From an optimization exercise on the open Yosys and OpenROAD flow, aimed at small area, a short achievable clock period and few clock cycles per item; shortcuts taken in it are not production practice. Where RTL was checked, it was by simulation tests only, not by an equivalence proof against the original. The clock port is modelled as an ideal driver; clocking choices that lean on that would not hold on a real chip. Power is estimated from default activity; no workload was simulated.

== the previous run ==
Design page_slot_directory_top, start of the top module:
module page_slot_directory_top #(
	parameter int SLOT_COUNT = psd_pkg::SLOT_COUNT_DEF
) (
	input  wire logic                          clk,
	input  wire logic                          arst_n,
	input  wire logic                          start,
	output logic                               busy,
	input  wire logic                          operation,
	input  wire logic [psd_pkg::PAGE_W-1:0]    page_id,
	output logic                               done,
	output logic [psd_pkg::STATUS_W-1:0]       status,
	output logic [psd_pkg::SLOT_W-1:0]         slot
);
Size in the first run: ~1600 cells after synthesis, roughly 45 I/O pins.
==> module psd_ctrl, before the edit <==
module psd_ctrl (
	input  wire logic              clk,
	input  wire logic              arst_n,
	input  wire logic              start,
	output logic                   busy,
	output psd_pkg::psd_cmd_t      cmd
);
	logic cmp_q;
	logic res_q;
	always_ff @(posedge clk or negedge arst_n) begin
		if (!arst_n) begin
			cmp_q <= 1'b0;
			res_q <= 1'b0;
		end else begin
			cmp_q <= start;
			res_q <= cmp_q;
		end
	end
	assign busy        = 1'b0;
	assign cmd.capture = start;
	assign cmd.resolve = res_q;
endmodule
==> module psd_datapath, before the edit <==
module psd_datapath #(
	parameter int SLOT_COUNT = psd_pkg::SLOT_COUNT_DEF
) (
	input  wire logic                          clk,
	input  wire logic                          arst_n,
	input  wire psd_pkg::psd_cmd_t             cmd,
	input  wire logic                          operation,
	input  wire logic [psd_pkg::PAGE_W-1:0]    page_id,
	output logic                               done,
	output logic [psd_pkg::STATUS_W-1:0]       status,
	output logic [psd_pkg::SLOT_W-1:0]         slot
);
	localparam int IDX_W = (SLOT_COUNT > 1) ? $clog2(SLOT_COUNT) : 1;
	logic [SLOT_COUNT-1:0]           valid_q;
	logic [psd_pkg::PAGE_W-1:0]      page_q [SLOT_COUNT];
	logic                            op_c;
	logic [psd_pkg::PAGE_W-1:0]      page_c;
	logic                            op_r;
	logic [psd_pkg::PAGE_W-1:0]      page_r;
	logic [SLOT_COUNT-1:0]           match_r;   
	logic                            same_r;    
	logic                            prev_present;
	logic [SLOT_COUNT-1:0]           prev_onehot;
	logic [SLOT_COUNT-1:0]           match;
	logic [SLOT_COUNT-1:0]           first_free;
	logic [SLOT_COUNT-1:0]           valid_hit;
	logic [SLOT_COUNT-1:0]           valid_miss;
	logic                            below_full;
	logic                            hit_any;
	logic                            free_any;
	logic [IDX_W-1:0]                cmp_idx;
	logic [IDX_W-1:0]                hit_idx;
	logic [IDX_W-1:0]                free_idx;
	logic [psd_pkg::STATUS_W-1:0]    status_d;
	logic [psd_pkg::SLOT_W-1:0]      slot_d;
	logic                            done_q;
	logic [psd_pkg::STATUS_W-1:0]    status_q;
	logic [psd_pkg::SLOT_W-1:0]      slot_q;
	always_ff @(posedge clk) begin
		op_c   <= operation;
		page_c <= page_id;
	end
	always_ff @(posedge clk) begin
		op_r   <= op_c;
		page_r <= page_c;
		same_r <= cmd.resolve && (page_c == page_r);
		for (int k = 0; k < SLOT_COUNT; k++) begin
			match_r[k] <= valid_q[k] && (page_q[k] == page_c);
		end
	end
	always_comb begin
		prev_present = (status_q == psd_pkg::ST_HIT) || (status_q == psd_pkg::ST_LOAD);
		for (int k = 0; k < SLOT_COUNT; k++) begin
			prev_onehot[k] = prev_present && (slot_q == psd_pkg::SLOT_W'(k));
		end
	end
	always_comb begin
		match   = same_r ? prev_onehot : match_r;
		hit_any = same_r ? prev_present : |match_r;
		cmp_idx = '0;
		for (int k = 0; k < SLOT_COUNT; k++) begin
			if (match_r[k]) begin
				cmp_idx = cmp_idx | IDX_W'(k);
			end
		end
		hit_idx  = same_r ? IDX_W'(slot_q) : cmp_idx;
		free_idx = '0;
		for (int k = SLOT_COUNT - 1; k >= 0; k--) begin
			if (!valid_q[k]) begin
				free_idx = IDX_W'(k);
			end
		end
		below_full = 1'b1;
		for (int k = 0; k < SLOT_COUNT; k++) begin
			first_free[k] = !valid_q[k] && below_full;
			below_full    = below_full && valid_q[k];
		end
		free_any = !(&valid_q);
	end
	always_comb begin
		status_d = psd_pkg::ST_ABSENT;
		slot_d   = '0;
		if (op_r == psd_pkg::OP_GET) begin
			if (hit_any) begin
				status_d = psd_pkg::ST_HIT;
				slot_d   = psd_pkg::SLOT_W'(hit_idx);
			end else if (free_any) begin
				status_d = psd_pkg::ST_LOAD;
				slot_d   = psd_pkg::SLOT_W'(free_idx);
			end else begin
				status_d = psd_pkg::ST_FULL;
			end
		end else begin
			if (hit_any) begin
				status_d = psd_pkg::ST_REMOVED;
				slot_d   = psd_pkg::SLOT_W'(hit_idx);
			end
		end
	end
	always_comb begin
		for (int k = 0; k < SLOT_COUNT; k++) begin
			valid_hit[k]  = valid_q[k] && !(cmd.resolve && (op_r == psd_pkg::OP_REMOVE) && match[k]);
			valid_miss[k] = valid_q[k] || (cmd.resolve && (op_r == psd_pkg::OP_GET) && first_free[k]);
		end
	end
	always_ff @(posedge clk or negedge arst_n) begin
		if (!arst_n) begin
			valid_q <= '0;
		end else begin
			valid_q <= hit_any ? valid_hit : valid_miss;
		end
	end
	always_ff @(posedge clk) begin
		for (int k = 0; k < SLOT_COUNT; k++) begin
			if (!valid_q[k]) begin
				page_q[k] <= page_r;
			end
		end
	end
	always_ff @(posedge clk or negedge arst_n) begin
		if (!arst_n) begin
			done_q <= 1'b0;
		end else begin
			done_q <= cmd.resolve;
		end
	end
	always_ff @(posedge clk) begin
		status_q <= status_d;
		slot_q   <= slot_d;
	end
	assign done   = done_q;
	assign status = status_q;
	assign slot   = slot_q;
endmodule
export LEC_CHECK = 0
export CAP_MARGIN = 20
export CORE_MARGIN = 2
export CORE_UTILIZATION = 65
export PLACE_DENSITY = 0.75
export SETUP_SLACK_MARGIN = 3.1
export SLEW_MARGIN = 20
create_clock -name core_clock -period 5.0 [get_ports {clk}]
standard.sh (not shown) runs the stock make flow with config.mk's settings and CLKGATE_MAP_FILE= SYNTH_SCRIPT=/design/flow/synth_recipe.tcl, a recipe that flattens the netlist after the stock synthesis.
==> flow/flow/run.sh <==
#!/bin/bash
set -euo pipefail
here=$(cd "$(dirname "$0")" && pwd)
args=("BUFFER_PORTS_ARGS=-buffer_cell sky130_fd_sc_hd__buf_4" "MATCH_CELL_FOOTPRINT=0")
export BUFFER_PORTS_ARGS="-buffer_cell sky130_fd_sc_hd__buf_4"
export MATCH_CELL_FOOTPRINT=0
if [[ -f "$here/cts_args" ]]; then
  export CTS_ARGS="$(tr '\n' ' ' < "$here/cts_args")"
  args+=("CTS_ARGS=$CTS_ARGS")
fi
bash standard.sh "${args[@]}" finish > flow_make.log 2>&1
==> flow/flow/cts_args <==
-sink_clustering_enable -repair_clock_nets -sink_clustering_size 44 -sink_clustering_max_diameter 60 -dont_use_dummy_load
The previous run was carried through to the last stage, and its layout satisfied the timing, DRC and antenna checks.
Testbench counts of the previous run, summed over its fixed seeds: cycles 16,024, items 16,000.
[inputs] the current run vs the previous run
--- a/flow/design.v
+++ b/flow/design.v
@@ -33,15 +33,12 @@
 	output logic                   busy,
 	output psd_pkg::psd_cmd_t      cmd
 );
-	logic cmp_q;
 	logic res_q;
 	always_ff @(posedge clk or negedge arst_n) begin
 		if (!arst_n) begin
-			cmp_q <= 1'b0;
 			res_q <= 1'b0;
 		end else begin
-			cmp_q <= start;
-			res_q <= cmp_q;
+			res_q <= start;
 		end
 	end
 	assign busy        = 1'b0;
@@ -65,8 +62,6 @@
 	localparam int IDX_W = (SLOT_COUNT > 1) ? $clog2(SLOT_COUNT) : 1;
 	logic [SLOT_COUNT-1:0]           valid_q;
 	logic [psd_pkg::PAGE_W-1:0]      page_q [SLOT_COUNT];
-	logic                            op_c;
-	logic [psd_pkg::PAGE_W-1:0]      page_c;
 	logic                            op_r;
 	logic [psd_pkg::PAGE_W-1:0]      page_r;
 	logic [SLOT_COUNT-1:0]           match_r;   
@@ -89,15 +84,11 @@
 	logic [psd_pkg::STATUS_W-1:0]    status_q;
 	logic [psd_pkg::SLOT_W-1:0]      slot_q;
 	always_ff @(posedge clk) begin
-		op_c   <= operation;
-		page_c <= page_id;
-	end
-	always_ff @(posedge clk) begin
-		op_r   <= op_c;
-		page_r <= page_c;
-		same_r <= cmd.resolve && (page_c == page_r);
-		for (int k = 0; k < SLOT_COUNT; k++) begin
-			match_r[k] <= valid_q[k] && (page_q[k] == page_c);
+		op_r   <= operation;
+		page_r <= page_id;
+		same_r <= cmd.resolve && (page_id == page_r);
+		for (int k = 0; k < SLOT_COUNT; k++) begin
+			match_r[k] <= valid_q[k] && (page_q[k] == page_id);
 		end
 	end
 	always_comb begin
The clock period minus worst slack in the current run sits 0.019 ns above the value recorded for the previous run. Between the current run and the previous run, non-clock buffer count is higher for the previous run, the current run comes in under that. Area: the current run vs the previous run -> the current run smaller. Setup WNS the previous run -> the current run: worse. Higher die footprint among the current run and the previous run: the previous run. Per the comparison of the current run with the previous run, share of cell area taken by flip-flops and latches went down by 1.2 points; clock-buffer cell count rose by 1; clock tree skew after final layout decreased 0.012 ns. Async set-reset flop share out of synthesis delta (the previous run -> the current run): insignificant.
Testbench counts of the current run, summed over its fixed seeds: cycles 16,016, items 16,000.

---

page_slot_directory_top again, from the RTL that the note above started with.
==> flow/config.mk <==
export PLATFORM = sky130hd
export DESIGN_NAME = page_slot_directory_top
export DESIGN_NICKNAME = page_slot_directory_top
export VERILOG_FILES = /design/flow/design.v
export SDC_FILE = /design/flow/constraint.sdc
export NUM_CORES = 4
export LEC_CHECK = 0
export CAP_MARGIN = 20
export CORE_MARGIN = 2
export CORE_UTILIZATION = 65
export PLACE_DENSITY = 0.75
export SETUP_SLACK_MARGIN = 3.15
export SLEW_MARGIN = 20
==> flow/constraint.sdc <==
create_clock -name core_clock -period 5.0 [get_ports {clk}]
set_input_delay 1.0000 -clock core_clock [delete_from_list [all_inputs] [get_ports {clk}]]
set_output_delay 1.0000 -clock core_clock [all_outputs]
set_load 0.01 [all_outputs]
Scripts as last shown in full above: flow/flow/run.sh, flow/flow/cts_args
Testbench counts at the start, summed over its fixed seeds: cycles 16,024, items 16,000.
Change:
--- a/flow/design.v
+++ b/flow/design.v
@@ -32,17 +32,14 @@
 	input  wire logic              start,
 	output logic                   busy,
 	output psd_pkg::psd_cmd_t      cmd
 );
-	logic cmp_q;
 	logic res_q;
 	always_ff @(posedge clk or negedge arst_n) begin
 		if (!arst_n) begin
-			cmp_q <= 1'b0;
 			res_q <= 1'b0;
 		end else begin
-			cmp_q <= start;
-			res_q <= cmp_q;
+			res_q <= start;
 		end
 	end
 	assign busy        = 1'b0;
 	assign cmd.capture = start;
@@ -64,10 +61,8 @@
 );
 	localparam int IDX_W = (SLOT_COUNT > 1) ? $clog2(SLOT_COUNT) : 1;
 	logic [SLOT_COUNT-1:0]           valid_q;
 	logic [psd_pkg::PAGE_W-1:0]      page_q [SLOT_COUNT];
-	logic                            op_c;
-	logic [psd_pkg::PAGE_W-1:0]      page_c;
 	logic                            op_r;
 	logic [psd_pkg::PAGE_W-1:0]      page_r;
 	logic [SLOT_COUNT-1:0]           match_r;   
 	logic                            same_r;    
@@ -88,17 +83,13 @@
 	logic                            done_q;
 	logic [psd_pkg::STATUS_W-1:0]    status_q;
 	logic [psd_pkg::SLOT_W-1:0]      slot_q;
 	always_ff @(posedge clk) begin
-		op_c   <= operation;
-		page_c <= page_id;
-	end
-	always_ff @(posedge clk) begin
-		op_r   <= op_c;
-		page_r <= page_c;
-		same_r <= cmd.resolve && (page_c == page_r);
-		for (int k = 0; k < SLOT_COUNT; k++) begin
-			match_r[k] <= valid_q[k] && (page_q[k] == page_c);
+		op_r   <= operation;
+		page_r <= page_id;
+		same_r <= cmd.resolve && (page_id == page_r);
+		for (int k = 0; k < SLOT_COUNT; k++) begin
+			match_r[k] <= valid_q[k] && (page_q[k] == page_id);
 		end
 	end
 	always_comb begin
 		prev_present = (status_q == psd_pkg::ST_HIT) || (status_q == psd_pkg::ST_LOAD);
Outcome: Synthesized area drops by 2.7%. Clock-buffer cell count came out higher by 1. Critical path depth is unchanged. Sequential power drops by 5.1%. Total power came out lower by 2.5%. Clock skew rose by 14 ps. Maximum frequency shrinks by 1.7%. Clock power barely changes.
Testbench counts after the change, summed over its fixed seeds: cycles 16,016, items 16,000.

---

## alpha
The RTL this note starts from:
==> flow/design.v <==
`default_nettype none
package psd_pkg;
	localparam int SLOT_COUNT_DEF = 16;
	localparam int PAGE_W   = 32;
	localparam int STATUS_W = 3;
	localparam int SLOT_W   = 4;
	typedef enum logic {
		OP_GET    = 1'b0,
		OP_REMOVE = 1'b1
	} op_t;
	typedef enum logic [STATUS_W-1:0] {
		ST_HIT     = 3'd0,
		ST_LOAD    = 3'd1,
		ST_FULL    = 3'd2,
		ST_REMOVED = 3'd3,
		ST_ABSENT  = 3'd4
	} status_t;
	typedef enum logic {
		S_IDLE    = 1'b0,
		S_RESOLVE = 1'b1
	} state_t;
	typedef struct packed {
		logic capture;
		logic resolve;
	} psd_cmd_t;
endpackage
`default_nettype wire
`default_nettype none
module psd_ctrl (
	input  wire logic              clk,
	input  wire logic              arst_n,
	input  wire logic              start,
	output logic                   busy,
	output psd_pkg::psd_cmd_t      cmd
);
	logic cmp_q;
	logic res_q;
	always_ff @(posedge clk or negedge arst_n) begin
		if (!arst_n) begin
			cmp_q <= 1'b0;
			res_q <= 1'b0;
		end else begin
			cmp_q <= start;
			res_q <= cmp_q;
		end
	end
	assign busy        = 1'b0;
	assign cmd.capture = start;
	assign cmd.resolve = res_q;
endmodule
`default_nettype wire
`default_nettype none
module psd_datapath #(
	parameter int SLOT_COUNT = psd_pkg::SLOT_COUNT_DEF
) (
	input  wire logic                          clk,
	input  wire logic                          arst_n,
	input  wire psd_pkg::psd_cmd_t             cmd,
	input  wire logic                          operation,
	input  wire logic [psd_pkg::PAGE_W-1:0]    page_id,
	output logic                               done,
	output logic [psd_pkg::STATUS_W-1:0]       status,
	output logic [psd_pkg::SLOT_W-1:0]         slot
);
	localparam int IDX_W = (SLOT_COUNT > 1) ? $clog2(SLOT_COUNT) : 1;
	logic [SLOT_COUNT-1:0]           valid_q;
	logic [psd_pkg::PAGE_W-1:0]      page_q [SLOT_COUNT];
	logic                            op_c;
	logic [psd_pkg::PAGE_W-1:0]      page_c;
	logic                            op_r;
	logic [psd_pkg::PAGE_W-1:0]      page_r;
	logic [SLOT_COUNT-1:0]           match_r;   
	logic                            same_r;    
	logic                            prev_present;
	logic [SLOT_COUNT-1:0]           prev_onehot;
	logic [SLOT_COUNT-1:0]           match;
	logic [SLOT_COUNT-1:0]           first_free;
	logic [SLOT_COUNT-1:0]           valid_hit;
	logic [SLOT_COUNT-1:0]           valid_miss;
	logic                            below_full;
	logic                            hit_any;
	logic                            free_any;
	logic [IDX_W-1:0]                cmp_idx;
	logic [IDX_W-1:0]                hit_idx;
	logic [IDX_W-1:0]                free_idx;
	logic [psd_pkg::STATUS_W-1:0]    status_d;
	logic [psd_pkg::SLOT_W-1:0]      slot_d;
	logic                            done_q;
	logic [psd_pkg::STATUS_W-1:0]    status_q;
	logic [psd_pkg::SLOT_W-1:0]      slot_q;
	always_ff @(posedge clk) begin
		op_c   <= operation;
		page_c <= page_id;
	end
	always_ff @(posedge clk) begin
		op_r   <= op_c;
		page_r <= page_c;
		same_r <= cmd.resolve && (page_c == page_r);
		for (int k = 0; k < SLOT_COUNT; k++) begin
			match_r[k] <= valid_q[k] && (page_q[k] == page_c);
		end
	end
	always_comb begin
		prev_present = (status_q == psd_pkg::ST_HIT) || (status_q == psd_pkg::ST_LOAD);
		for (int k = 0; k < SLOT_COUNT; k++) begin
			prev_onehot[k] = prev_present && (slot_q == psd_pkg::SLOT_W'(k));
		end
	end
	always_comb begin
		match   = same_r ? prev_onehot : match_r;
		hit_any = same_r ? prev_present : |match_r;
		cmp_idx = '0;
		for (int k = 0; k < SLOT_COUNT; k++) begin
			if (match_r[k]) begin
				cmp_idx = cmp_idx | IDX_W'(k);
			end
		end
		hit_idx  = same_r ? IDX_W'(slot_q) : cmp_idx;
		free_idx = '0;
		for (int k = SLOT_COUNT - 1; k >= 0; k--) begin
			if (!valid_q[k]) begin
				free_idx = IDX_W'(k);
			end
		end
		below_full = 1'b1;
		for (int k = 0; k < SLOT_COUNT; k++) begin
			first_free[k] = !valid_q[k] && below_full;
			below_full    = below_full && valid_q[k];
		end
		free_any = !(&valid_q);
	end
	always_comb begin
		status_d = psd_pkg::ST_ABSENT;
		slot_d   = '0;
		if (op_r == psd_pkg::OP_GET) begin
			if (hit_any) begin
				status_d = psd_pkg::ST_HIT;
				slot_d   = psd_pkg::SLOT_W'(hit_idx);
			end else if (free_any) begin
				status_d = psd_pkg::ST_LOAD;
				slot_d   = psd_pkg::SLOT_W'(free_idx);
			end else begin
				status_d = psd_pkg::ST_FULL;
			end
		end else begin
			if (hit_any) begin
				status_d = psd_pkg::ST_REMOVED;
				slot_d   = psd_pkg::SLOT_W'(hit_idx);
			end
		end
	end
	always_comb begin
		for (int k = 0; k < SLOT_COUNT; k++) begin
			valid_hit[k]  = valid_q[k] && !(cmd.resolve && (op_r == psd_pkg::OP_REMOVE) && match[k]);
			valid_miss[k] = valid_q[k] || (cmd.resolve && (op_r == psd_pkg::OP_GET) && first_free[k]);
		end
	end
	always_ff @(posedge clk or negedge arst_n) begin
		if (!arst_n) begin
			valid_q <= '0;
		end else begin
			valid_q <= hit_any ? valid_hit : valid_miss;
		end
	end
	always_ff @(posedge clk) begin
		for (int k = 0; k < SLOT_COUNT; k++) begin
			if (!valid_q[k]) begin
				page_q[k] <= page_r;
			end
		end
	end
	always_ff @(posedge clk or negedge arst_n) begin
		if (!arst_n) begin
			done_q <= 1'b0;
		end else begin
			done_q <= cmd.resolve;
		end
	end
	always_ff @(posedge clk) begin
		status_q <= status_d;
		slot_q   <= slot_d;
	end
	assign done   = done_q;
	assign status = status_q;
	assign slot   = slot_q;
endmodule
`default_nettype wire
`default_nettype none
module page_slot_directory_top #(
	parameter int SLOT_COUNT = psd_pkg::SLOT_COUNT_DEF
) (
	input  wire logic                          clk,
	input  wire logic                          arst_n,
	input  wire logic                          start,
	output logic                               busy,
	input  wire logic                          operation,
	input  wire logic [psd_pkg::PAGE_W-1:0]    page_id,
	output logic                               done,
	output logic [psd_pkg::STATUS_W-1:0]       status,
	output logic [psd_pkg::SLOT_W-1:0]         slot
);
	psd_pkg::psd_cmd_t cmd;
	psd_ctrl u_ctrl (
		.clk    (clk),
		.arst_n (arst_n),
		.start  (start),
		.busy   (busy),
		.cmd    (cmd)
	);
	psd_datapath #(
		.SLOT_COUNT (SLOT_COUNT)
	) u_datapath (
		.clk       (clk),
		.arst_n    (arst_n),
		.cmd       (cmd),
		.operation (operation),
		.page_id   (page_id),
		.done      (done),
		.status    (status),
		.slot      (slot)
	);
endmodule
`default_nettype wire
Settings: LEC_CHECK=0, CAP_MARGIN=20, CORE_MARGIN=2, CORE_UTILIZATION=65, PLACE_DENSITY=0.75, SETUP_SLACK_MARGIN=3.2, SLEW_MARGIN=20; clock period 5.0 ns.
Scripts as last shown in full above: flow/flow/run.sh, flow/flow/cts_args
Testbench counts of alpha, summed over its fixed seeds: cycles 16,024, items 16,000.
Input changes introduced in beta (baseline for comparison: alpha):
==> flow/design.v, changed modules only <==
module psd_ctrl (
	input  wire logic              clk,
	input  wire logic              arst_n,
	input  wire logic              start,
	output logic                   busy,
	output psd_pkg::psd_cmd_t      cmd
);
	logic res_q;
	always_ff @(posedge clk or negedge arst_n) begin
		if (!arst_n) begin
			res_q <= 1'b0;
		end else begin
			res_q <= start;
		end
	end
	assign busy        = 1'b0;
	assign cmd.capture = start;
	assign cmd.resolve = res_q;
endmodule
module psd_datapath #(
	parameter int SLOT_COUNT = psd_pkg::SLOT_COUNT_DEF
) (
	input  wire logic                          clk,
	input  wire logic                          arst_n,
	input  wire psd_pkg::psd_cmd_t             cmd,
	input  wire logic                          operation,
	input  wire logic [psd_pkg::PAGE_W-1:0]    page_id,
	output logic                               done,
	output logic [psd_pkg::STATUS_W-1:0]       status,
	output logic [psd_pkg::SLOT_W-1:0]         slot
);
	localparam int IDX_W = (SLOT_COUNT > 1) ? $clog2(SLOT_COUNT) : 1;
	logic [SLOT_COUNT-1:0]           valid_q;
	logic [SLOT_COUNT-1:0]           free_q;    
	logic [psd_pkg::PAGE_W-1:0]      page_q [SLOT_COUNT];
	logic                            op_r;
	logic [psd_pkg::PAGE_W-1:0]      page_r;
	logic [SLOT_COUNT-1:0]           match_r;   
	logic                            same_r;    
	logic                            prev_present;
	logic [SLOT_COUNT-1:0]           prev_onehot;
	logic [SLOT_COUNT-1:0]           match;
	logic [SLOT_COUNT-1:0]           first_free;
	logic [SLOT_COUNT-1:0]           valid_hit;
	logic [SLOT_COUNT-1:0]           valid_miss;
	logic                            below_full;
	logic                            hit_any;
	logic                            free_any;
	logic [IDX_W-1:0]                cmp_idx;
	logic [IDX_W-1:0]                hit_idx;
	logic [IDX_W-1:0]                free_idx;
	logic [psd_pkg::STATUS_W-1:0]    status_d;
	logic [psd_pkg::SLOT_W-1:0]      slot_d;
	logic                            done_q;
	logic [psd_pkg::STATUS_W-1:0]    status_q;
	logic [psd_pkg::SLOT_W-1:0]      slot_q;
	always_ff @(posedge clk) begin
		op_r   <= operation;
		page_r <= page_id;
		same_r <= cmd.resolve && (page_id == page_r);
		for (int k = 0; k < SLOT_COUNT; k++) begin
			match_r[k] <= valid_q[k] && (page_q[k] == page_id);
		end
	end
	always_comb begin
		prev_present = (status_q == psd_pkg::ST_HIT) || (status_q == psd_pkg::ST_LOAD);
		for (int k = 0; k < SLOT_COUNT; k++) begin
			prev_onehot[k] = prev_present && (slot_q == psd_pkg::SLOT_W'(k));
		end
	end
	always_comb begin
		match   = same_r ? prev_onehot : match_r;
		hit_any = same_r ? prev_present : |match_r;
		cmp_idx = '0;
		for (int k = 0; k < SLOT_COUNT; k++) begin
			if (match_r[k]) begin
				cmp_idx = cmp_idx | IDX_W'(k);
			end
		end
		hit_idx  = same_r ? IDX_W'(slot_q) : cmp_idx;
		free_idx = '0;
		for (int k = SLOT_COUNT - 1; k >= 0; k--) begin
			if (!valid_q[k]) begin
				free_idx = IDX_W'(k);
			end
		end
		below_full = 1'b1;
		for (int k = 0; k < SLOT_COUNT; k++) begin
			first_free[k] = !valid_q[k] && below_full;
			below_full    = below_full && valid_q[k];
		end
		free_any = !(&valid_q);
	end
	always_comb begin
		status_d = psd_pkg::ST_ABSENT;
		slot_d   = '0;
		if (op_r == psd_pkg::OP_GET) begin
			if (hit_any) begin
				status_d = psd_pkg::ST_HIT;
				slot_d   = psd_pkg::SLOT_W'(hit_idx);
			end else if (free_any) begin
				status_d = psd_pkg::ST_LOAD;
				slot_d   = psd_pkg::SLOT_W'(free_idx);
			end else begin
				status_d = psd_pkg::ST_FULL;
			end
		end else begin
			if (hit_any) begin
				status_d = psd_pkg::ST_REMOVED;
				slot_d   = psd_pkg::SLOT_W'(hit_idx);
			end
		end
	end
	always_comb begin
		for (int k = 0; k < SLOT_COUNT; k++) begin
			valid_hit[k]  = valid_q[k] && !(cmd.resolve && (op_r == psd_pkg::OP_REMOVE) && match[k]);
			valid_miss[k] = valid_q[k] || (cmd.resolve && (op_r == psd_pkg::OP_GET) && first_free[k]);
		end
	end
	always_ff @(posedge clk or negedge arst_n) begin
		if (!arst_n) begin
			valid_q <= '0;
		end else begin
			valid_q <= hit_any ? valid_hit : valid_miss;
		end
	end
	always_ff @(posedge clk) begin
		free_q <= ~(hit_any ? valid_hit : valid_miss);
	end
	always_ff @(posedge clk) begin
		for (int k = 0; k < SLOT_COUNT; k++) begin
			page_q[k] <= (page_q[k] & {psd_pkg::PAGE_W{valid_q[k]}})
			           | (page_r & {psd_pkg::PAGE_W{free_q[k]}});
		end
	end
	always_ff @(posedge clk or negedge arst_n) begin
		if (!arst_n) begin
			done_q <= 1'b0;
		end else begin
			done_q <= cmd.resolve;
		end
	end
	always_ff @(posedge clk) begin
		status_q <= status_d;
		slot_q   <= slot_d;
	end
	assign done   = done_q;
	assign status = status_q;
	assign slot   = slot_q;
endmodule
==> comparison <==
alpha → beta: global-route track usage on met3 saw an increase; y dimension of the die saw little to no change; critical path data arrival time saw an increase; number of buffers inserted during clock tree synthesis saw an increase.
Worst setup slack before clock tree synthesis in beta is 0.52 ns below alpha.
Taking beta over alpha, the number of cells in the finished layout apart from fillers ratio works out to 1.3.
beta falls short of alpha in final hold slack.
In terms of full die area, beta and alpha differ only marginally.
beta gives less part of the power in the clock network than alpha did.
The RTL of beta was laid out without a check of its function.

[port drivers added, routing unchanged]
In the flow no input, the clock included, has a driving cell. The finished layouts below were timed again as built, in two steps. Step 1 assumes that a clkbuf_16 drives the clock port and a buf_2 every other input. Step 2 times the ports against the registers' clock, not the clock port: input delays grow and output delays shrink by t, the midpoint of the rising clock arrivals with the driver on. Three values: no drivers, after step 1, after step 2; two values: the first two.
run | t (ns) | setup slack, ns | hold slack, ns | worst data-port slew with drivers (ns) | pins driven straight from the clock port
the previous run | 0.613 | 2.983 / 2.926 / 3.088 | 0.309 / 0.281 / 0.349 | 0.04 | 1
the current run | 0.609 | 2.964 / 2.907 / 2.476 | 0.289 / 0.256 / 0.512 | 0.06 | 1
the first run of note 2 | 0.613 | 2.986 / 2.930 / 3.169 | 0.310 / 0.282 / 0.348 | 0.05 | 1
the second run of note 2 | 0.615 | 2.952 / 2.895 / 2.520 | 0.299 / 0.267 / 0.548 | 0.06 | 1
alpha | 0.614 | 2.982 / 2.926 / 3.180 | 0.309 / 0.280 / 0.346 | 0.05 | 1
beta | 0.609 | 2.953 / 2.900 / 2.521 | 0.303 / 0.323 / 0.492 | 0.11 | 1
After both steps every run listed still meets setup and hold. For the current run, which loses most, drivers alone change the setup slack by -0.057 ns; drivers and shift together by -0.488 ns.
